This is an optimization exercise on Yosys and OpenROAD, whose aim is small area, a short achievable clock period and few clock cycles per item, not a production implementation.
In this exercise RTL edits were held to simulation tests only and were not proved equivalent to the original.
Power is estimated from default activity; no workload was simulated.

[flow/config.mk]
export PLATFORM = sky130hd
export DESIGN_NAME = rgb_to_yuv_encoder
export DESIGN_NICKNAME = rgb_to_yuv_encoder
export VERILOG_FILES = /design/flow/design.v
export SDC_FILE = /design/flow/constraint.sdc
export NUM_CORES = 4
export LEC_CHECK = 0
export CAP_MARGIN = 20
export CORE_MARGIN = 2
export CORE_UTILIZATION = 40
export CTS_CLUSTER_DIAMETER = 120
export CTS_CLUSTER_SIZE = 24
export SLEW_MARGIN = 20
[flow/run.sh]
#!/bin/bash
# synth_recipe.tcl (not shown) runs the flow's synth.tcl, then flattens the netlist and writes it again
# the make line also repeats each setting of config.mk as NAME=value (left out here)
make -C /OpenROAD-flow-scripts/flow DESIGN_CONFIG=/design/flow/config.mk WORK_HOME=/design/flow/orfs CLKGATE_MAP_FILE= SYNTH_SCRIPT=/design/flow/synth_recipe.tcl finish
[flow/design.v]
package rgb_to_yuv_encoder_pkg;
  localparam logic [17:0] U_BASE_ADDRESS   = 18'd38400;
  localparam logic [17:0] V_BASE_ADDRESS   = 18'd57600;
  localparam logic [17:0] RGB_BASE_ADDRESS = 18'd146944;
endpackage
module y_calc_tree(input [7:0] r, input [7:0] g, input [7:0] b, output [19:0] ha, output [19:0] hb, output c);
  wire t1 = ~r[6] ^ ~r[4]; wire t2 = ~r[6] & ~r[4];
  wire t3 = ~r[7] ^ ~r[5]; wire t4 = ~r[7] & ~r[5];
  wire t5 = ~r[6] ^ r[4]; wire t6 = ~r[6] & r[4];
  wire t7 = ~r[7] ^ r[5]; wire t8 = ~r[7] & r[5];
  wire t9 = ~r[4] ^ ~r[2] ^ r[0]; wire t10 = (~r[4] & ~r[2]) | (~r[4] & r[0]) | (~r[2] & r[0]);
  wire t11 = ~r[5] ^ ~r[3] ^ r[1]; wire t12 = (~r[5] & ~r[3]) | (~r[5] & r[1]) | (~r[3] & r[1]);
  wire t13 = ~g[4] ^ g[2]; wire t14 = ~g[4] & g[2];
  wire t15 = t1 ^ r[2] ^ ~r[0]; wire t16 = (t1 & r[2]) | (t1 & ~r[0]) | (r[2] & ~r[0]);
  wire t17 = ~g[5] ^ g[3] ^ ~b[6]; wire t18 = (~g[5] & g[3]) | (~g[5] & ~b[6]) | (g[3] & ~b[6]);
  wire t19 = ~b[3] ^ b[1]; wire t20 = ~b[3] & b[1];
  wire t21 = t2 ^ t3 ^ r[3]; wire t22 = (t2 & t3) | (t2 & r[3]) | (t3 & r[3]);
  wire t23 = ~r[1] ^ ~g[6] ^ g[4]; wire t24 = (~r[1] & ~g[6]) | (~r[1] & g[4]) | (~g[6] & g[4]);
  wire t25 = ~b[7] ^ ~b[4] ^ b[2]; wire t26 = (~b[7] & ~b[4]) | (~b[7] & b[2]) | (~b[4] & b[2]);
  wire t27 = t4 ^ t5 ^ ~r[2]; wire t28 = (t4 & t5) | (t4 & ~r[2]) | (t5 & ~r[2]);
  wire t29 = ~g[7] ^ g[5] ^ g[0]; wire t30 = (~g[7] & g[5]) | (~g[7] & g[0]) | (g[5] & g[0]);
  wire t31 = ~b[5] ^ b[3] ^ b[0]; wire t32 = (~b[5] & b[3]) | (~b[5] & b[0]) | (b[3] & b[0]);
  wire t33 = t6 ^ t7 ^ ~r[3]; wire t34 = (t6 & t7) | (t6 & ~r[3]) | (t7 & ~r[3]);
  wire t35 = r[0] ^ g[6] ^ g[1]; wire t36 = (r[0] & g[6]) | (r[0] & g[1]) | (g[6] & g[1]);
  wire t37 = ~b[6] ^ b[4] ^ b[1]; wire t38 = (~b[6] & b[4]) | (~b[6] & b[1]) | (b[4] & b[1]);
  wire t39 = t8 ^ r[6] ^ ~r[4]; wire t40 = (t8 & r[6]) | (t8 & ~r[4]) | (r[6] & ~r[4]);
  wire t41 = r[1] ^ g[7] ^ g[2]; wire t42 = (r[1] & g[7]) | (r[1] & g[2]) | (g[7] & g[2]);
  wire t43 = ~b[7] ^ b[5] ^ b[2]; wire t44 = (~b[7] & b[5]) | (~b[7] & b[2]) | (b[5] & b[2]);
  wire t45 = r[7] ^ ~r[5] ^ r[2]; wire t46 = (r[7] & ~r[5]) | (r[7] & r[2]) | (~r[5] & r[2]);
  wire t47 = g[3] ^ b[6] ^ b[3]; wire t48 = (g[3] & b[6]) | (g[3] & b[3]) | (b[6] & b[3]);
  wire t49 = ~b[0] ^ 1'b1; wire t50 = ~b[0] & 1'b1;
  wire t51 = ~r[6] ^ r[3] ^ g[4]; wire t52 = (~r[6] & r[3]) | (~r[6] & g[4]) | (r[3] & g[4]);
  wire t53 = b[7] ^ b[4] ^ ~b[1]; wire t54 = (b[7] & b[4]) | (b[7] & ~b[1]) | (b[4] & ~b[1]);
  wire t55 = ~r[7] ^ r[4] ^ g[5]; wire t56 = (~r[7] & r[4]) | (~r[7] & g[5]) | (r[4] & g[5]);
  wire t57 = b[5] ^ ~b[2]; wire t58 = b[5] & ~b[2];
  wire t59 = r[5] ^ r[0] ^ g[6]; wire t60 = (r[5] & r[0]) | (r[5] & g[6]) | (r[0] & g[6]);
  wire t61 = r[6] ^ r[1] ^ g[7]; wire t62 = (r[6] & r[1]) | (r[6] & g[7]) | (r[1] & g[7]);
  wire t63 = ~r[3] ^ ~r[1] ^ ~g[2]; wire t64 = (~r[3] & ~r[1]) | (~r[3] & ~g[2]) | (~r[1] & ~g[2]);
  wire t65 = t9 ^ ~g[3] ^ g[1]; wire t66 = (t9 & ~g[3]) | (t9 & g[1]) | (~g[3] & g[1]);
  wire t67 = ~b[4] ^ ~b[1]; wire t68 = ~b[4] & ~b[1];
  wire t69 = t10 ^ t11 ^ t13; wire t70 = (t10 & t11) | (t10 & t13) | (t11 & t13);
  wire t71 = ~b[5] ^ ~b[2] ^ b[0]; wire t72 = (~b[5] & ~b[2]) | (~b[5] & b[0]) | (~b[2] & b[0]);
  wire t73 = t12 ^ t14 ^ t15; wire t74 = (t12 & t14) | (t12 & t15) | (t14 & t15);
  wire t75 = t17 ^ t19 ^ 1'b1; wire t76 = (t17 & t19) | (t17 & 1'b1) | (t19 & 1'b1);
  wire t77 = t16 ^ t18 ^ t20; wire t78 = (t16 & t18) | (t16 & t20) | (t18 & t20);
  wire t79 = t21 ^ t23 ^ t25; wire t80 = (t21 & t23) | (t21 & t25) | (t23 & t25);
  wire t81 = t22 ^ t24 ^ t26; wire t82 = (t22 & t24) | (t22 & t26) | (t24 & t26);
  wire t83 = t27 ^ t29 ^ t31; wire t84 = (t27 & t29) | (t27 & t31) | (t29 & t31);
  wire t85 = t28 ^ t30 ^ t32; wire t86 = (t28 & t30) | (t28 & t32) | (t30 & t32);
  wire t87 = t33 ^ t35 ^ t37; wire t88 = (t33 & t35) | (t33 & t37) | (t35 & t37);
  wire t89 = t34 ^ t36 ^ t38; wire t90 = (t34 & t36) | (t34 & t38) | (t36 & t38);
  wire t91 = t39 ^ t41 ^ t43; wire t92 = (t39 & t41) | (t39 & t43) | (t41 & t43);
  wire t93 = t40 ^ t42 ^ t44; wire t94 = (t40 & t42) | (t40 & t44) | (t42 & t44);
  wire t95 = t45 ^ t47 ^ t49; wire t96 = (t45 & t47) | (t45 & t49) | (t47 & t49);
  wire t97 = t46 ^ t48 ^ t50; wire t98 = (t46 & t48) | (t46 & t50) | (t48 & t50);
  wire t99 = t51 ^ t53 ^ 1'b1; wire t100 = (t51 & t53) | (t51 & 1'b1) | (t53 & 1'b1);
  wire t101 = t52 ^ t54 ^ t55; wire t102 = (t52 & t54) | (t52 & t55) | (t54 & t55);
  wire t103 = t57 ^ b[0] ^ 1'b1; wire t104 = (t57 & b[0]) | (t57 & 1'b1) | (b[0] & 1'b1);
  wire t105 = t56 ^ t58 ^ t59; wire t106 = (t56 & t58) | (t56 & t59) | (t58 & t59);
  wire t107 = b[6] ^ ~b[3] ^ b[1]; wire t108 = (b[6] & ~b[3]) | (b[6] & b[1]) | (~b[3] & b[1]);
  wire t109 = t60 ^ t61 ^ g[0]; wire t110 = (t60 & t61) | (t60 & g[0]) | (t61 & g[0]);
  wire t111 = b[7] ^ ~b[4] ^ b[2]; wire t112 = (b[7] & ~b[4]) | (b[7] & b[2]) | (~b[4] & b[2]);
  wire t113 = t62 ^ r[7] ^ r[2]; wire t114 = (t62 & r[7]) | (t62 & r[2]) | (r[7] & r[2]);
  wire t115 = g[1] ^ ~b[5] ^ b[3]; wire t116 = (g[1] & ~b[5]) | (g[1] & b[3]) | (~b[5] & b[3]);
  wire t117 = r[3] ^ g[2] ^ ~b[6]; wire t118 = (r[3] & g[2]) | (r[3] & ~b[6]) | (g[2] & ~b[6]);
  wire t119 = r[4] ^ g[3]; wire t120 = r[4] & g[3];
  wire t121 = r[5] ^ g[4]; wire t122 = r[5] & g[4];
  wire t123 = ~r[2] ^ ~r[0]; wire t124 = ~r[2] & ~r[0];
  wire t125 = t63 ^ g[0] ^ ~b[3]; wire t126 = (t63 & g[0]) | (t63 & ~b[3]) | (g[0] & ~b[3]);
  wire t127 = t64 ^ t65 ^ t67; wire t128 = (t64 & t65) | (t64 & t67) | (t65 & t67);
  wire t129 = t66 ^ t68 ^ t69; wire t130 = (t66 & t68) | (t66 & t69) | (t68 & t69);
  wire t131 = t70 ^ t72 ^ t73; wire t132 = (t70 & t72) | (t70 & t73) | (t72 & t73);
  wire t133 = t74 ^ t76 ^ t77; wire t134 = (t74 & t76) | (t74 & t77) | (t76 & t77);
  wire t135 = t78 ^ t80 ^ t81; wire t136 = (t78 & t80) | (t78 & t81) | (t80 & t81);
  wire t137 = t82 ^ t84 ^ t85; wire t138 = (t82 & t84) | (t82 & t85) | (t84 & t85);
  wire t139 = t86 ^ t88 ^ t89; wire t140 = (t86 & t88) | (t86 & t89) | (t88 & t89);
  wire t141 = t90 ^ t92 ^ t93; wire t142 = (t90 & t92) | (t90 & t93) | (t92 & t93);
  wire t143 = t94 ^ t96 ^ t97; wire t144 = (t94 & t96) | (t94 & t97) | (t96 & t97);
  wire t145 = t98 ^ t100 ^ t101; wire t146 = (t98 & t100) | (t98 & t101) | (t100 & t101);
  wire t147 = t102 ^ t104 ^ t105; wire t148 = (t102 & t104) | (t102 & t105) | (t104 & t105);
  wire t149 = t106 ^ t108 ^ t109; wire t150 = (t106 & t108) | (t106 & t109) | (t108 & t109);
  wire t151 = t110 ^ t112 ^ t113; wire t152 = (t110 & t112) | (t110 & t113) | (t112 & t113);
  wire t153 = t114 ^ t116 ^ t117; wire t154 = (t114 & t116) | (t114 & t117) | (t116 & t117);
  wire t155 = t118 ^ t119 ^ ~b[7]; wire t156 = (t118 & t119) | (t118 & ~b[7]) | (t119 & ~b[7]);
  wire t157 = t120 ^ t121 ^ b[6]; wire t158 = (t120 & t121) | (t120 & b[6]) | (t121 & b[6]);
  wire t159 = t122 ^ r[6] ^ g[5]; wire t160 = (t122 & r[6]) | (t122 & g[5]) | (r[6] & g[5]);
  wire t161 = ~r[1] ^ ~g[0]; wire t162 = ~r[1] & ~g[0];
  wire t163 = t123 ^ ~g[1] ^ ~b[2]; wire t164 = (t123 & ~g[1]) | (t123 & ~b[2]) | (~g[1] & ~b[2]);
  wire t165 = t124 ^ t125 ^ ~b[0]; wire t166 = (t124 & t125) | (t124 & ~b[0]) | (t125 & ~b[0]);
  wire t167 = t126 ^ t127 ^ 1'b1; wire t168 = (t126 & t127) | (t126 & 1'b1) | (t127 & 1'b1);
  wire t169 = t128 ^ t129 ^ t71; wire t170 = (t128 & t129) | (t128 & t71) | (t129 & t71);
  wire t171 = t130 ^ t131 ^ t75; wire t172 = (t130 & t131) | (t130 & t75) | (t131 & t75);
  wire t173 = t132 ^ t133 ^ t79; wire t174 = (t132 & t133) | (t132 & t79) | (t133 & t79);
  wire t175 = t134 ^ t135 ^ t83; wire t176 = (t134 & t135) | (t134 & t83) | (t135 & t83);
  wire t177 = t136 ^ t137 ^ t87; wire t178 = (t136 & t137) | (t136 & t87) | (t137 & t87);
  wire t179 = t138 ^ t139 ^ t91; wire t180 = (t138 & t139) | (t138 & t91) | (t139 & t91);
  wire t181 = t140 ^ t141 ^ t95; wire t182 = (t140 & t141) | (t140 & t95) | (t141 & t95);
  wire t183 = t142 ^ t143 ^ t99; wire t184 = (t142 & t143) | (t142 & t99) | (t143 & t99);
  wire t185 = t144 ^ t145 ^ t103; wire t186 = (t144 & t145) | (t144 & t103) | (t145 & t103);
  wire t187 = t146 ^ t147 ^ t107; wire t188 = (t146 & t147) | (t146 & t107) | (t147 & t107);
  wire t189 = t148 ^ t149 ^ t111; wire t190 = (t148 & t149) | (t148 & t111) | (t149 & t111);
  wire t191 = t150 ^ t151 ^ t115; wire t192 = (t150 & t151) | (t150 & t115) | (t151 & t115);
  wire t193 = t152 ^ t153 ^ b[4]; wire t194 = (t152 & t153) | (t152 & b[4]) | (t153 & b[4]);
  wire t195 = t154 ^ t155 ^ b[5]; wire t196 = (t154 & t155) | (t154 & b[5]) | (t155 & b[5]);
  wire t197 = t156 ^ t157 ^ 1'b1; wire t198 = (t156 & t157) | (t156 & 1'b1) | (t157 & 1'b1);
  wire t199 = t158 ^ t159 ^ b[7]; wire t200 = (t158 & t159) | (t158 & b[7]) | (t159 & b[7]);
  wire t201 = t160 ^ r[7] ^ g[6]; wire t202 = (t160 & r[7]) | (t160 & g[6]) | (r[7] & g[6]);
  wire [23:0] ra = {1'b0, t202, t200, t198, t196, t194, t192, t190, t188, t186, t184, t182, t180, t178, t176, t174, t172, t170, t168, t166, t164, t162, t161, ~r[0]};
  wire [23:0] rb = {1'b0, g[7], t201, t199, t197, t195, t193, t191, t189, t187, t185, t183, t181, t179, t177, t175, t173, t171, t169, t167, t165, t163, ~b[1], ~b[0]};
  wire [4:0] low = {1'b0, ra[3:0]} + {1'b0, rb[3:0]};
  assign c = low[4];
  assign ha = ra[23:4];
  assign hb = rb[23:4];
endmodule
module y_calc_add(input [19:0] ha, input [19:0] hb, input c, output [7:0] o);
  wire [13:0] low = {1'b0, ha[11:0], c} + {1'b0, hb[11:0], c};
  wire [8:0] high = {ha[19:12], low[13]} + {hb[19:12], low[13]};
  assign o = high[8:1];
endmodule
module uv_calc_tree(input [9:0] x, input [9:0] y, input [9:0] w, input m, output [16:0] ha, output [16:0] hb, output c);
  wire t1 = x[4] ^ ~x[0]; wire t2 = x[4] & ~x[0];
  wire t3 = x[5] ^ ~x[1] ^ y[3]; wire t4 = (x[5] & ~x[1]) | (x[5] & y[3]) | (~x[1] & y[3]);
  wire t5 = x[6] ^ ~x[2] ^ x[0]; wire t6 = (x[6] & ~x[2]) | (x[6] & x[0]) | (~x[2] & x[0]);
  wire t7 = y[4] ^ ~w[7]; wire t8 = y[4] & ~w[7];
  wire t9 = x[7] ^ ~x[3] ^ x[1]; wire t10 = (x[7] & ~x[3]) | (x[7] & x[1]) | (~x[3] & x[1]);
  wire t11 = y[5] ^ ~w[8]; wire t12 = y[5] & ~w[8];
  wire t13 = x[8] ^ ~x[4] ^ x[2]; wire t14 = (x[8] & ~x[4]) | (x[8] & x[2]) | (~x[4] & x[2]);
  wire t15 = y[6] ^ w[9] ^ ~w[7]; wire t16 = (y[6] & w[9]) | (y[6] & ~w[7]) | (w[9] & ~w[7]);
  wire t17 = ~w[4] ^ w[0]; wire t18 = ~w[4] & w[0];
  wire t19 = ~x[9] ^ ~x[5] ^ x[3]; wire t20 = (~x[9] & ~x[5]) | (~x[9] & x[3]) | (~x[5] & x[3]);
  wire t21 = y[7] ^ ~y[0] ^ ~w[8]; wire t22 = (y[7] & ~y[0]) | (y[7] & ~w[8]) | (~y[0] & ~w[8]);
  wire t23 = ~w[5] ^ w[1] ^ ~m; wire t24 = (~w[5] & w[1]) | (~w[5] & ~m) | (w[1] & ~m);
  wire t25 = ~x[6] ^ x[4] ^ y[8]; wire t26 = (~x[6] & x[4]) | (~x[6] & y[8]) | (x[4] & y[8]);
  wire t27 = ~y[1] ^ w[9] ^ ~w[6]; wire t28 = (~y[1] & w[9]) | (~y[1] & ~w[6]) | (w[9] & ~w[6]);
  wire t29 = w[2] ^ w[0]; wire t30 = w[2] & w[0];
  wire t31 = ~x[7] ^ x[5] ^ ~x[0]; wire t32 = (~x[7] & x[5]) | (~x[7] & ~x[0]) | (x[5] & ~x[0]);
  wire t33 = ~y[9] ^ ~y[2] ^ ~w[7]; wire t34 = (~y[9] & ~y[2]) | (~y[9] & ~w[7]) | (~y[2] & ~w[7]);
  wire t35 = w[3] ^ w[1] ^ ~m; wire t36 = (w[3] & w[1]) | (w[3] & ~m) | (w[1] & ~m);
  wire t37 = ~x[8] ^ x[6] ^ ~x[1]; wire t38 = (~x[8] & x[6]) | (~x[8] & ~x[1]) | (x[6] & ~x[1]);
  wire t39 = ~y[3] ^ y[0] ^ ~w[8]; wire t40 = (~y[3] & y[0]) | (~y[3] & ~w[8]) | (y[0] & ~w[8]);
  wire t41 = w[4] ^ w[2] ^ ~m; wire t42 = (w[4] & w[2]) | (w[4] & ~m) | (w[2] & ~m);
  wire t43 = x[9] ^ x[7] ^ ~x[2]; wire t44 = (x[9] & x[7]) | (x[9] & ~x[2]) | (x[7] & ~x[2]);
  wire t45 = ~y[4] ^ y[1] ^ w[9]; wire t46 = (~y[4] & y[1]) | (~y[4] & w[9]) | (y[1] & w[9]);
  wire t47 = w[5] ^ w[3] ^ ~m; wire t48 = (w[5] & w[3]) | (w[5] & ~m) | (w[3] & ~m);
  wire t49 = x[8] ^ ~x[3] ^ x[0]; wire t50 = (x[8] & ~x[3]) | (x[8] & x[0]) | (~x[3] & x[0]);
  wire t51 = ~y[5] ^ y[2] ^ w[6]; wire t52 = (~y[5] & y[2]) | (~y[5] & w[6]) | (y[2] & w[6]);
  wire t53 = ~x[9] ^ ~x[4] ^ x[1]; wire t54 = (~x[9] & ~x[4]) | (~x[9] & x[1]) | (~x[4] & x[1]);
  wire t55 = ~y[6] ^ y[3] ^ w[7]; wire t56 = (~y[6] & y[3]) | (~y[6] & w[7]) | (y[3] & w[7]);
  wire t57 = ~x[5] ^ x[2] ^ ~y[7]; wire t58 = (~x[5] & x[2]) | (~x[5] & ~y[7]) | (x[2] & ~y[7]);
  wire t59 = y[4] ^ w[8]; wire t60 = y[4] & w[8];
  wire t61 = ~x[6] ^ x[3] ^ ~y[8]; wire t62 = (~x[6] & x[3]) | (~x[6] & ~y[8]) | (x[3] & ~y[8]);
  wire t63 = y[5] ^ ~w[9]; wire t64 = y[5] & ~w[9];
  wire t65 = ~x[7] ^ x[4]; wire t66 = ~x[7] & x[4];
  wire t67 = x[2] ^ y[0]; wire t68 = x[2] & y[0];
  wire t69 = x[3] ^ y[1]; wire t70 = x[3] & y[1];
  wire t71 = t1 ^ y[2] ^ ~w[5]; wire t72 = (t1 & y[2]) | (t1 & ~w[5]) | (y[2] & ~w[5]);
  wire t73 = ~w[3] ^ ~w[0]; wire t74 = ~w[3] & ~w[0];
  wire t75 = t2 ^ t3 ^ ~w[6]; wire t76 = (t2 & t3) | (t2 & ~w[6]) | (t3 & ~w[6]);
  wire t77 = ~w[4] ^ ~w[1] ^ ~m; wire t78 = (~w[4] & ~w[1]) | (~w[4] & ~m) | (~w[1] & ~m);
  wire t79 = t4 ^ t5 ^ t7; wire t80 = (t4 & t5) | (t4 & t7) | (t5 & t7);
  wire t81 = ~w[5] ^ ~w[2] ^ m; wire t82 = (~w[5] & ~w[2]) | (~w[5] & m) | (~w[2] & m);
  wire t83 = t6 ^ t8 ^ t9; wire t84 = (t6 & t8) | (t6 & t9) | (t8 & t9);
  wire t85 = t11 ^ ~w[6] ^ ~w[3]; wire t86 = (t11 & ~w[6]) | (t11 & ~w[3]) | (~w[6] & ~w[3]);
  wire t87 = t10 ^ t12 ^ t13; wire t88 = (t10 & t12) | (t10 & t13) | (t12 & t13);
  wire t89 = t15 ^ t17 ^ 1'b1; wire t90 = (t15 & t17) | (t15 & 1'b1) | (t17 & 1'b1);
  wire t91 = t14 ^ t16 ^ t18; wire t92 = (t14 & t16) | (t14 & t18) | (t16 & t18);
  wire t93 = t19 ^ t21 ^ t23; wire t94 = (t19 & t21) | (t19 & t23) | (t21 & t23);
  wire t95 = t20 ^ t22 ^ t24; wire t96 = (t20 & t22) | (t20 & t24) | (t22 & t24);
  wire t97 = t25 ^ t27 ^ t29; wire t98 = (t25 & t27) | (t25 & t29) | (t27 & t29);
  wire t99 = t26 ^ t28 ^ t30; wire t100 = (t26 & t28) | (t26 & t30) | (t28 & t30);
  wire t101 = t31 ^ t33 ^ t35; wire t102 = (t31 & t33) | (t31 & t35) | (t33 & t35);
  wire t103 = t32 ^ t34 ^ t36; wire t104 = (t32 & t34) | (t32 & t36) | (t34 & t36);
  wire t105 = t37 ^ t39 ^ t41; wire t106 = (t37 & t39) | (t37 & t41) | (t39 & t41);
  wire t107 = t38 ^ t40 ^ t42; wire t108 = (t38 & t40) | (t38 & t42) | (t40 & t42);
  wire t109 = t43 ^ t45 ^ t47; wire t110 = (t43 & t45) | (t43 & t47) | (t45 & t47);
  wire t111 = t44 ^ t46 ^ t48; wire t112 = (t44 & t46) | (t44 & t48) | (t46 & t48);
  wire t113 = t49 ^ t51 ^ w[4]; wire t114 = (t49 & t51) | (t49 & w[4]) | (t51 & w[4]);
  wire t115 = t50 ^ t52 ^ t53; wire t116 = (t50 & t52) | (t50 & t53) | (t52 & t53);
  wire t117 = t55 ^ w[5] ^ ~m; wire t118 = (t55 & w[5]) | (t55 & ~m) | (w[5] & ~m);
  wire t119 = t54 ^ t56 ^ t57; wire t120 = (t54 & t56) | (t54 & t57) | (t56 & t57);
  wire t121 = t59 ^ w[6] ^ ~m; wire t122 = (t59 & w[6]) | (t59 & ~m) | (w[6] & ~m);
  wire t123 = t58 ^ t60 ^ t61; wire t124 = (t58 & t60) | (t58 & t61) | (t60 & t61);
  wire t125 = t63 ^ w[7] ^ m; wire t126 = (t63 & w[7]) | (t63 & m) | (w[7] & m);
  wire t127 = t62 ^ t64 ^ t65; wire t128 = (t62 & t64) | (t62 & t65) | (t64 & t65);
  wire t129 = y[9] ^ y[6] ^ w[8]; wire t130 = (y[9] & y[6]) | (y[9] & w[8]) | (y[6] & w[8]);
  wire t131 = t66 ^ ~x[8] ^ x[5]; wire t132 = (t66 & ~x[8]) | (t66 & x[5]) | (~x[8] & x[5]);
  wire t133 = y[7] ^ ~w[9]; wire t134 = y[7] & ~w[9];
  wire t135 = x[9] ^ x[6]; wire t136 = x[9] & x[6];
  wire t137 = x[1] ^ ~w[2]; wire t138 = x[1] & ~w[2];
  wire t139 = t67 ^ ~w[3] ^ ~w[1]; wire t140 = (t67 & ~w[3]) | (t67 & ~w[1]) | (~w[3] & ~w[1]);
  wire t141 = t68 ^ t69 ^ ~w[4]; wire t142 = (t68 & t69) | (t68 & ~w[4]) | (t69 & ~w[4]);
  wire t143 = t70 ^ t71 ^ t73; wire t144 = (t70 & t71) | (t70 & t73) | (t71 & t73);
  wire t145 = t72 ^ t74 ^ t75; wire t146 = (t72 & t74) | (t72 & t75) | (t74 & t75);
  wire t147 = t76 ^ t78 ^ t79; wire t148 = (t76 & t78) | (t76 & t79) | (t78 & t79);
  wire t149 = t80 ^ t82 ^ t83; wire t150 = (t80 & t82) | (t80 & t83) | (t82 & t83);
  wire t151 = t84 ^ t86 ^ t87; wire t152 = (t84 & t86) | (t84 & t87) | (t86 & t87);
  wire t153 = t88 ^ t90 ^ t91; wire t154 = (t88 & t90) | (t88 & t91) | (t90 & t91);
  wire t155 = t92 ^ t94 ^ t95; wire t156 = (t92 & t94) | (t92 & t95) | (t94 & t95);
  wire t157 = t96 ^ t98 ^ t99; wire t158 = (t96 & t98) | (t96 & t99) | (t98 & t99);
  wire t159 = t100 ^ t102 ^ t103; wire t160 = (t100 & t102) | (t100 & t103) | (t102 & t103);
  wire t161 = t104 ^ t106 ^ t107; wire t162 = (t104 & t106) | (t104 & t107) | (t106 & t107);
  wire t163 = t108 ^ t110 ^ t111; wire t164 = (t108 & t110) | (t108 & t111) | (t110 & t111);
  wire t165 = t112 ^ t114 ^ t115; wire t166 = (t112 & t114) | (t112 & t115) | (t114 & t115);
  wire t167 = t116 ^ t118 ^ t119; wire t168 = (t116 & t118) | (t116 & t119) | (t118 & t119);
  wire t169 = t120 ^ t122 ^ t123; wire t170 = (t120 & t122) | (t120 & t123) | (t122 & t123);
  wire t171 = t124 ^ t126 ^ t127; wire t172 = (t124 & t126) | (t124 & t127) | (t126 & t127);
  wire t173 = t128 ^ t130 ^ t131; wire t174 = (t128 & t130) | (t128 & t131) | (t130 & t131);
  wire t175 = t132 ^ t134 ^ t135; wire t176 = (t132 & t134) | (t132 & t135) | (t134 & t135);
  wire t177 = t136 ^ x[7]; wire t178 = t136 & x[7];
  wire t179 = x[0] ^ ~w[1]; wire t180 = x[0] & ~w[1];
  wire t181 = t137 ^ ~w[0] ^ 1'b1; wire t182 = (t137 & ~w[0]) | (t137 & 1'b1) | (~w[0] & 1'b1);
  wire t183 = t138 ^ t139 ^ m; wire t184 = (t138 & t139) | (t138 & m) | (t139 & m);
  wire t185 = t140 ^ t141 ^ ~w[2]; wire t186 = (t140 & t141) | (t140 & ~w[2]) | (t141 & ~w[2]);
  wire t187 = t142 ^ t143 ^ m; wire t188 = (t142 & t143) | (t142 & m) | (t143 & m);
  wire t189 = t144 ^ t145 ^ t77; wire t190 = (t144 & t145) | (t144 & t77) | (t145 & t77);
  wire t191 = t146 ^ t147 ^ t81; wire t192 = (t146 & t147) | (t146 & t81) | (t147 & t81);
  wire t193 = t148 ^ t149 ^ t85; wire t194 = (t148 & t149) | (t148 & t85) | (t149 & t85);
  wire t195 = t150 ^ t151 ^ t89; wire t196 = (t150 & t151) | (t150 & t89) | (t151 & t89);
  wire t197 = t152 ^ t153 ^ t93; wire t198 = (t152 & t153) | (t152 & t93) | (t153 & t93);
  wire t199 = t154 ^ t155 ^ t97; wire t200 = (t154 & t155) | (t154 & t97) | (t155 & t97);
  wire t201 = t156 ^ t157 ^ t101; wire t202 = (t156 & t157) | (t156 & t101) | (t157 & t101);
  wire t203 = t158 ^ t159 ^ t105; wire t204 = (t158 & t159) | (t158 & t105) | (t159 & t105);
  wire t205 = t160 ^ t161 ^ t109; wire t206 = (t160 & t161) | (t160 & t109) | (t161 & t109);
  wire t207 = t162 ^ t163 ^ t113; wire t208 = (t162 & t163) | (t162 & t113) | (t163 & t113);
  wire t209 = t164 ^ t165 ^ t117; wire t210 = (t164 & t165) | (t164 & t117) | (t165 & t117);
  wire t211 = t166 ^ t167 ^ t121; wire t212 = (t166 & t167) | (t166 & t121) | (t167 & t121);
  wire t213 = t168 ^ t169 ^ t125; wire t214 = (t168 & t169) | (t168 & t125) | (t169 & t125);
  wire t215 = t170 ^ t171 ^ t129; wire t216 = (t170 & t171) | (t170 & t129) | (t171 & t129);
  wire t217 = t172 ^ t173 ^ t133; wire t218 = (t172 & t173) | (t172 & t133) | (t173 & t133);
  wire t219 = t174 ^ t175 ^ y[8]; wire t220 = (t174 & t175) | (t174 & y[8]) | (t175 & y[8]);
  wire t221 = t176 ^ t177 ^ ~y[9]; wire t222 = (t176 & t177) | (t176 & ~y[9]) | (t177 & ~y[9]);
  wire t223 = t178 ^ x[8] ^ 1'b1; wire t224 = (t178 & x[8]) | (t178 & 1'b1) | (x[8] & 1'b1);
  wire t225 = ~x[9] ^ 1'b1; wire t226 = ~x[9] & 1'b1;
  wire [24:0] ra = {t224, t222, t220, t218, t216, t214, t212, t210, t208, t206, t204, t202, t200, t198, t196, t194, t192, t190, t188, t186, t184, t182, t180, t179, ~w[0]};
  wire [24:0] rb = {t225, t223, t221, t219, t217, t215, t213, t211, t209, t207, t205, t203, t201, t199, t197, t195, t193, t191, t189, t187, t185, t183, t181, m, 1'b1};
  wire [8:0] low = {1'b0, ra[7:0]} + {1'b0, rb[7:0]};
  assign c = low[8];
  assign ha = ra[24:8];
  assign hb = rb[24:8];
endmodule
module uv_calc_add(input [16:0] ha, input [16:0] hb, input c, output [7:0] o);
  wire [10:0] low = {1'b0, ha[8:0], c} + {1'b0, hb[8:0], c};
  wire [8:0] high = {ha[16:9], low[10]} + {hb[16:9], low[10]};
  assign o = high[8:1];
endmodule
import rgb_to_yuv_encoder_pkg::*;
module rgb_to_yuv_encoder
#(
  parameter int NUM_GROUPS = 19200
) (
  input  logic        CLOCK_50_I,
  input  logic        reset,
  input  logic        enable,
  input  logic [15:0] SRAM_read_data,
  output logic [17:0] SRAM_address,
  output logic [15:0] SRAM_write_data,
  output logic        SRAM_we_n,
  output logic        done
);
  localparam logic [14:0] LAST_GROUP = 15'(NUM_GROUPS - 1);
  logic        run_q;         
  logic        done_q;
  logic        we_n_q;
  logic        wr_ok_q;       
  logic [3:0]  slot_q;
  logic [17:0] rp_q;          
  logic [14:0] wg_q;          
  logic [17:0] addr_q;
  logic [15:0] din_q, d1_q, d2_q;     
  logic        first_q;               
  logic [19:0] ya_q, yb_q;            
  logic        yc_q;
  logic        swap_q;                
  logic [9:0]  cx_q, cy_q;            
  logic        cm_q;                  
  logic [16:0] ua_q, ub_q;            
  logic        uc_q;
  logic [7:0]  hu_q, hv_q;            
  logic [15:0] wd_q;                  
  logic [7:0]  pr, pg, pb;
  logic [19:0] ya, yb;
  logic        yc;
  logic [7:0]  y_new;
  assign pr = first_q ? d1_q[15:8]  : d1_q[7:0];
  assign pg = first_q ? d1_q[7:0]   : din_q[15:8];
  assign pb = first_q ? din_q[15:8] : din_q[7:0];
  y_calc_tree u_yt (.r(pr), .g(pg), .b(pb), .ha(ya), .hb(yb), .c(yc));
  y_calc_add  u_ya (.ha(ya_q), .hb(yb_q), .c(yc_q), .o(y_new));
  logic [8:0]  rs, gs, bs;
  logic [9:0]  f1, f2;
  logic [16:0] ua, ub;
  logic        uc;
  logic [7:0]  uv_new;
  assign rs = {1'b0, d2_q[15:8]} + {1'b0, d1_q[7:0]};
  assign gs = {1'b0, d2_q[7:0]}  + {1'b0, din_q[15:8]};
  assign bs = {1'b0, d1_q[15:8]} + {1'b0, din_q[7:0]};
  assign f1 = {1'b0, bs} - {1'b0, gs};
  assign f2 = {1'b0, gs} - {1'b0, rs};
  uv_calc_tree u_uvt (.x(cx_q), .y(cy_q), .w(cy_q ^ {10{cm_q}}), .m(cm_q), .ha(ua), .hb(ub), .c(uc));
  uv_calc_add  u_uva (.ha(ua_q), .hb(ub_q), .c(uc_q), .o(uv_new));
  logic [17:0] u_addr, v_addr;
  logic        rd_next;       
  logic        last_write;
  assign u_addr = U_BASE_ADDRESS + {3'd0, wg_q};
  assign v_addr = V_BASE_ADDRESS + {3'd0, wg_q};
  assign rd_next = (slot_q == 4'd9) || (slot_q == 4'd0) || (slot_q == 4'd1) ||
                   (slot_q == 4'd5) || (slot_q == 4'd6) || (slot_q == 4'd7);
  assign last_write = (slot_q == 4'd5) && (wg_q == LAST_GROUP);
  always_ff @(posedge CLOCK_50_I) begin
    din_q <= SRAM_read_data;
    d1_q  <= din_q;
    d2_q  <= d1_q;
    first_q <= (slot_q == 4'd3) || (slot_q == 4'd9);
    ya_q    <= ya;
    yb_q    <= yb;
    yc_q    <= yc;
    swap_q <= (slot_q == 4'd5) || (slot_q == 4'd1);
    if (swap_q) begin
      cx_q <= ~cy_q; cy_q <= ~cx_q; cm_q <= 1'b1;
    end else begin
      cx_q <= f1;    cy_q <= f2;    cm_q <= 1'b0;
    end
    ua_q <= ua;
    ub_q <= ub;
    uc_q <= uc;
    if (slot_q == 4'd7) hu_q <= uv_new;
    if (slot_q == 4'd8) hv_q <= uv_new;
    case (slot_q)
      4'd5, 4'd1: wd_q[15:8] <= y_new;
      4'd3:       wd_q[15:8] <= hu_q;
      4'd4:       wd_q[15:8] <= hv_q;
      default: ;
    endcase
    case (slot_q)
      4'd6, 4'd2: wd_q[7:0] <= y_new;
      4'd3, 4'd4: wd_q[7:0] <= uv_new;
      default: ;
    endcase
    if (run_q) begin
      slot_q  <= (slot_q == 4'd9) ? 4'd0 : slot_q + 4'd1;
      wr_ok_q <= wr_ok_q | (slot_q == 4'd9);
      wg_q    <= wg_q + {14'd0, slot_q == 4'd5};
      rp_q    <= rp_q + {17'd0, rd_next};
      case (slot_q)
        4'd8:    addr_q <= {2'd0, wg_q, 1'b0};
        4'd2:    addr_q <= {2'd0, wg_q, 1'b1};
        4'd3:    addr_q <= u_addr;
        4'd4:    addr_q <= v_addr;
        default: addr_q <= rp_q;
      endcase
    end else begin
      slot_q  <= 4'd0;
      wr_ok_q <= 1'b0;
      wg_q    <= '1;
      rp_q    <= RGB_BASE_ADDRESS + 18'd1;
      addr_q  <= RGB_BASE_ADDRESS;
    end
    if (reset) begin
      run_q  <= 1'b0;
      done_q <= 1'b0;
      we_n_q <= 1'b1;
    end else if (!run_q) begin
      we_n_q <= 1'b1;
      if (done_q) done_q <= enable;
      else        run_q  <= enable;
    end else begin
      case (slot_q)
        4'd8:             we_n_q <= 1'b0;
        4'd2, 4'd3, 4'd4: we_n_q <= ~wr_ok_q;
        default:          we_n_q <= 1'b1;
      endcase
      if (last_write) begin
        run_q  <= 1'b0;
        done_q <= 1'b1;
      end
    end
  end
  assign SRAM_address    = addr_q;
  assign SRAM_write_data = wd_q;
  assign SRAM_we_n       = we_n_q;
  assign done            = done_q;
endmodule
[flow/constraint.sdc]
create_clock -name core_clock -period 12.0 [get_ports {CLOCK_50_I}]
set_input_delay 2.4000 -clock core_clock [delete_from_list [all_inputs] [get_ports {CLOCK_50_I}]]
set_output_delay 2.4000 -clock core_clock [all_outputs]
set_load 0.01 [all_outputs]
==> impl_metrics.prom <==
# TYPE chip_impl_metric gauge
chip_impl_info{name="run_status",value="timing/DRC/antenna clean"} 1
chip_impl_info{name="cpMaxStageDelayCell",value="sky130_fd_sc_hd__clkdlybuf4s50_1"} 1
chip_impl_metric{name="post-route-drc-count",unit=""} 0
chip_impl_metric{name="route.detailed.wl_per_inst",unit="um"} 15.8
chip_impl_metric{name="finalMaxSlewViolations",unit=""} 0
chip_impl_metric{name="clkTransAtPathRegs",unit="ns"} 0.10
chip_impl_metric{name="grt_pass1_vias",unit=""} 10100
chip_impl_info{name="layout_common_cells",value="sky130_fd_sc_hd__inv_1, sky130_fd_sc_hd__dfxtp_1, sky130_fd_sc_hd__fa_1"} 1
chip_impl_metric{name="die_w",unit="um"} 199
chip_impl_metric{name="antenna_found_initial",unit=""} 1
chip_impl_info{name="crit_path_start_kind",value="flip-flop"} 1
chip_impl_info{name="critical_path_capture_point_type",value="output port"} 1
chip_impl_metric{name="final-setup-viol-count",unit=""} 0
chip_impl_metric{name="ys_async_sr_fraction",unit="%"} 0
chip_impl_metric{name="seq_area_frac_synth",unit="%"} 33.1
chip_impl_metric{name="die_outline_area",unit="sq um"} 39700
chip_impl_metric{name="ratio_of_cells_with_drive_above_1_in_the_final_layout",unit="%"} 3.60
chip_impl_metric{name="finalWirelength",unit="um"} 31800
chip_impl_metric{name="post-cts-setup-buffer-count",unit=""} 0
chip_impl_metric{name="synth_warnings",unit=""} 1
chip_impl_metric{name="drt-initial-drc-count",unit=""} 465
chip_impl_metric{name="cts-buffers-inserted",unit=""} 14
chip_impl_metric{name="grt.met2_usage",unit="%"} 28.6
chip_impl_metric{name="ioPinCount",unit=""} 55
chip_impl_metric{name="grt_first_pass_wirelength",unit="um"} 53600
chip_impl_metric{name="period_share",unit="%"} 31.6
chip_impl_metric{name="worst-path-buf-inv",unit=""} 1
chip_impl_metric{name="firstDrtPassIters",unit=""} 5
chip_impl_info{name="grt_setup_unrepaired",value="false"} 1
chip_impl_metric{name="fp-row-count",unit=""} 71
chip_impl_metric{name="groute.usage.overall",unit="%"} 17.2
chip_impl_metric{name="r2r_slack",unit="ns"} 8.25
chip_impl_metric{name="vdd_ir_drop_max",unit="mV"} 0.189
chip_impl_info{name="crit_path_kind",value="flip-flop to output port"} 1
chip_impl_metric{name="grtUsageMet3",unit="%"} 2.13
chip_impl_info{name="clock-root-buffer",value="sky130_fd_sc_hd__clkbuf_16"} 1
chip_impl_metric{name="synthesis.nets",unit=""} 1777
chip_impl_metric{name="synth.lib_cells_used.distinct",unit=""} 76
chip_impl_metric{name="hold_violations",unit=""} 0
chip_impl_metric{name="totalNegativeSetupSlack",unit="ns"} 0
chip_impl_metric{name="post_drt_via_cell_ratio",unit=""} 4.78
chip_impl_metric{name="measured_slew_at_the_worst_slew_check_pin",unit="ns"} 0.818
chip_impl_metric{name="io_buffer_count",unit=""} 54
chip_impl_info{name="rr_startpoint",value="first_q"} 1
chip_impl_metric{name="number_of_clock_sinks",unit=""} 236
chip_impl_metric{name="use_met1",unit="%"} 23.8
chip_impl_info{name="tritoncts",value="done"} 1
chip_impl_metric{name="routabilityCongestion",unit=""} 0.929
chip_impl_metric{name="synth.cell_area",unit="sq um"} 15200
chip_impl_metric{name="slew_limit_headroom",unit="%"} 43.9
chip_impl_metric{name="floorplan.die.height",unit="um"} 199
chip_impl_info{name="reg2reg_to",value="yb_q[6]"} 1
chip_impl_metric{name="later_pin_clock_latency_in_the_skew_report",unit="ns"} 0.50
chip_impl_info{name="grt-busiest-layer",value="met2"} 1
chip_impl_metric{name="cp_slowest_stage_delay",unit="ns"} 0.54
chip_impl_info{name="leading_cell_type_in_the_layout_fill_and_taps_excluded",value="sky130_fd_sc_hd__inv_1"} 1
chip_impl_metric{name="final_period_demand_of_the_worst_path",unit="ns"} 3.79
chip_impl_metric{name="start_util",unit="%"} 40.6
chip_impl_metric{name="reg2reg_depth",unit=""} 10
chip_impl_metric{name="postRouteAntennaNets",unit=""} 0
chip_impl_metric{name="worst-endpoint-arrival",unit="ns"} 1.39
chip_impl_metric{name="post_cts_resized",unit=""} 0
chip_impl_info{name="min_path_type",value="flip-flop to flip-flop"} 1
chip_impl_metric{name="power_density",unit="nW/um^2"} 301
chip_impl_info{name="hold_path_end",value="d2_q[13]"} 1
chip_impl_info{name="synth_ff_type",value="sky130_fd_sc_hd__dfxtp_1"} 1
chip_impl_metric{name="worst-path-max-fanout",unit=""} 3
chip_impl_metric{name="static-leakage-power",unit="nW"} 7.63
chip_impl_metric{name="max-clock-path-buffers",unit=""} 3
chip_impl_metric{name="dpl.hpwl",unit="um"} 25600
chip_impl_metric{name="vias",unit=""} 9613
chip_impl_metric{name="postCtsHoldBufs",unit=""} 0
chip_impl_metric{name="worst_hold_slack",unit="ns"} 0.374
chip_impl_metric{name="hold_critical_path_depth",unit=""} 0
chip_impl_metric{name="clock_tree.htree_level_count",unit=""} 1
chip_impl_metric{name="cp.required",unit="ns"} 9.60
chip_impl_metric{name="nets",unit=""} 1820
chip_impl_metric{name="timing.max_cap.violations",unit=""} 0
chip_impl_metric{name="finClkSkew",unit="ns"} 0.0162
chip_impl_metric{name="design.core.area",unit="sq um"} 37600
chip_impl_metric{name="syn_inst",unit=""} 1451
chip_impl_metric{name="syn-mean-instance-area",unit="sq um"} 10.5
chip_impl_info{name="hold_start",value="d1_q[13]"} 1
chip_impl_info{name="crit_family",value="buffers and inverters"} 1
chip_impl_metric{name="fmax",unit="GHz"} 0.264
chip_impl_metric{name="grt_overflow_total",unit=""} 0
chip_impl_metric{name="synth-edff-count",unit=""} 32
chip_impl_metric{name="synth_seq_cells",unit=""} 236
chip_impl_metric{name="grt_start_max_net_pins",unit=""} 62
chip_impl_info{name="critical_path.cell_chain",value="clkdlybuf4s50_1"} 1
chip_impl_metric{name="area_growth_syn_to_layout",unit="%"} 9.94
## metrics by stage
stage                     cell area, sq um  power [mW]  setup WS [ns]  instances  util (%)
final                                16800        5.05           8.21       2010      44.6
after floorplan                      15200        3.64           8.10       1451         -
after detailed placement             16300        4.61           7.97       1989      43.5
after CTS                            16700        5.15           7.93       2009      44.6
after global routing                 16800        5.81           7.99       2009      44.6
after global placement               16300        4.50           8.02       1989      43.5
## synthesized netlist by cell type (all sizes together) (12+ instances only)
library cell / instances / area share, %
inv: 314 / 7.7
nand3: 22 / 0.72
a22oi: 16 / 0.79
a21boi: 14 / 0.69
mux2i: 26 / 1.7
xor2: 29 / 1.7
ha: 121 / 9.9
clkbuf: 22 / 0.54
nand4: 12 / 0.49
fa: 186 / 24
buf: 16 / 0.54
nor2: 40 / 1.0
dfxtp: 204 / 27
xnor2: 40 / 2.3
a21o: 21 / 1.0
a21oi: 61 / 2.0
o21ai: 45 / 1.5
nand2: 73 / 1.9
edfxtp: 32 / 6.3
## logic make-up (layout without fill, tap and decap cells)
family / after synthesis / after routing / synth area share [%]
XOR/XNOR: 69 / 69 / 3.97
flip-flops: 236 / 236 / 33.1
buffers and inverters: 352 / 399 / 8.82
adder cells (fa/ha/maj): 307 / 307 / 34.4
AO/OA/AOI/OAI: 228 / 228 / 9.84
other: 0 / 1 / 0
AND/OR/NAND/NOR: 227 / 227 / 7.74
multiplexers: 32 / 32 / 2.15
## report_power, final
part | internal (mW) | total [mW] | switching [mW]
clock network | 0.233 | 0.508 | 0.275
logic | 1.37 | 3.27 | 1.90
registers | 1.13 | 1.27 | 0.143
total | 2.73 | 5.05 | 2.32
## state kept, by name, indices dropped and copies added, names as in the netlist, 4 cells and up
name	cells
cx_q	10
yb_q	19
cy_q	10
slot_q	4
d1_q	16
ya_q	19
din_q	16
wg_q	15
ub_q	17
hv_q	8
ua_q	17
addr_q	18
wd_q	16
d2_q	16
hu_q	8
rp_q	18
## metal layers
metal / part of all wire [%] / wire length (um)
met1: 48 / 15200
met2: 46 / 14700
met3: 3.7 / 1180
met4: 2.1 / 667
met5: 0 / 0
## final cells by class
cell class                      count  area, sq um
Clock buffer                       17          383
Antenna cell                        1         2.50
Fill cell                        3602        20800
Inverter                          314         1180
Timing Repair Buffer               65          623
Multi-Input combinational cell    863         8850
Clock inverter                      3         31.3
Sequential cell                   236         5050
Tap cell                          511          639
## how the worst max path moves through the flow
stage	from	endpoint	slack [ns]	cells after the start
2_1_floorplan	first_q	yb_q[4]	8.10	10
4_1_cts	cm_q	uc_q	7.93	11
5_1_grt	cm_q	uc_q	7.99	11
6_report	done_q	done	8.21	1
3_5_place_dp	cm_q	uc_q	7.97	11
3_3_place_gp	cm_q	uc_q	8.02	11
Testbench counts, summed over its fixed seeds: cycles 1,536,068, frames 8.

## afterwards: timing with drivers on the ports
No port has a modelled driver above. Below, the same layout with a new extraction and two added sets of constraints.
Step 1: set_driving_cell puts a clkbuf_16 on CLOCK_50_I and a buf_2 on each other input, an assumption about the parent block.
Step 2 moves the port delays by t, midway between the first and last clock arrival at a register: inputs arrive t later, outputs are due t later. That takes back most of the time a late clock gives input paths.
Slacks: no drivers / after step 1 / after step 2; pairs: no drivers / after step 1.
t, ns: 0.542
slack for setup (ns): 8.208 / 8.155 / 8.254
cell pins on the clock port's net: 1
After both steps this run still meets setup and hold. The setup slack of this run moves by -0.053 ns with the drivers and by +0.046 ns with both steps.
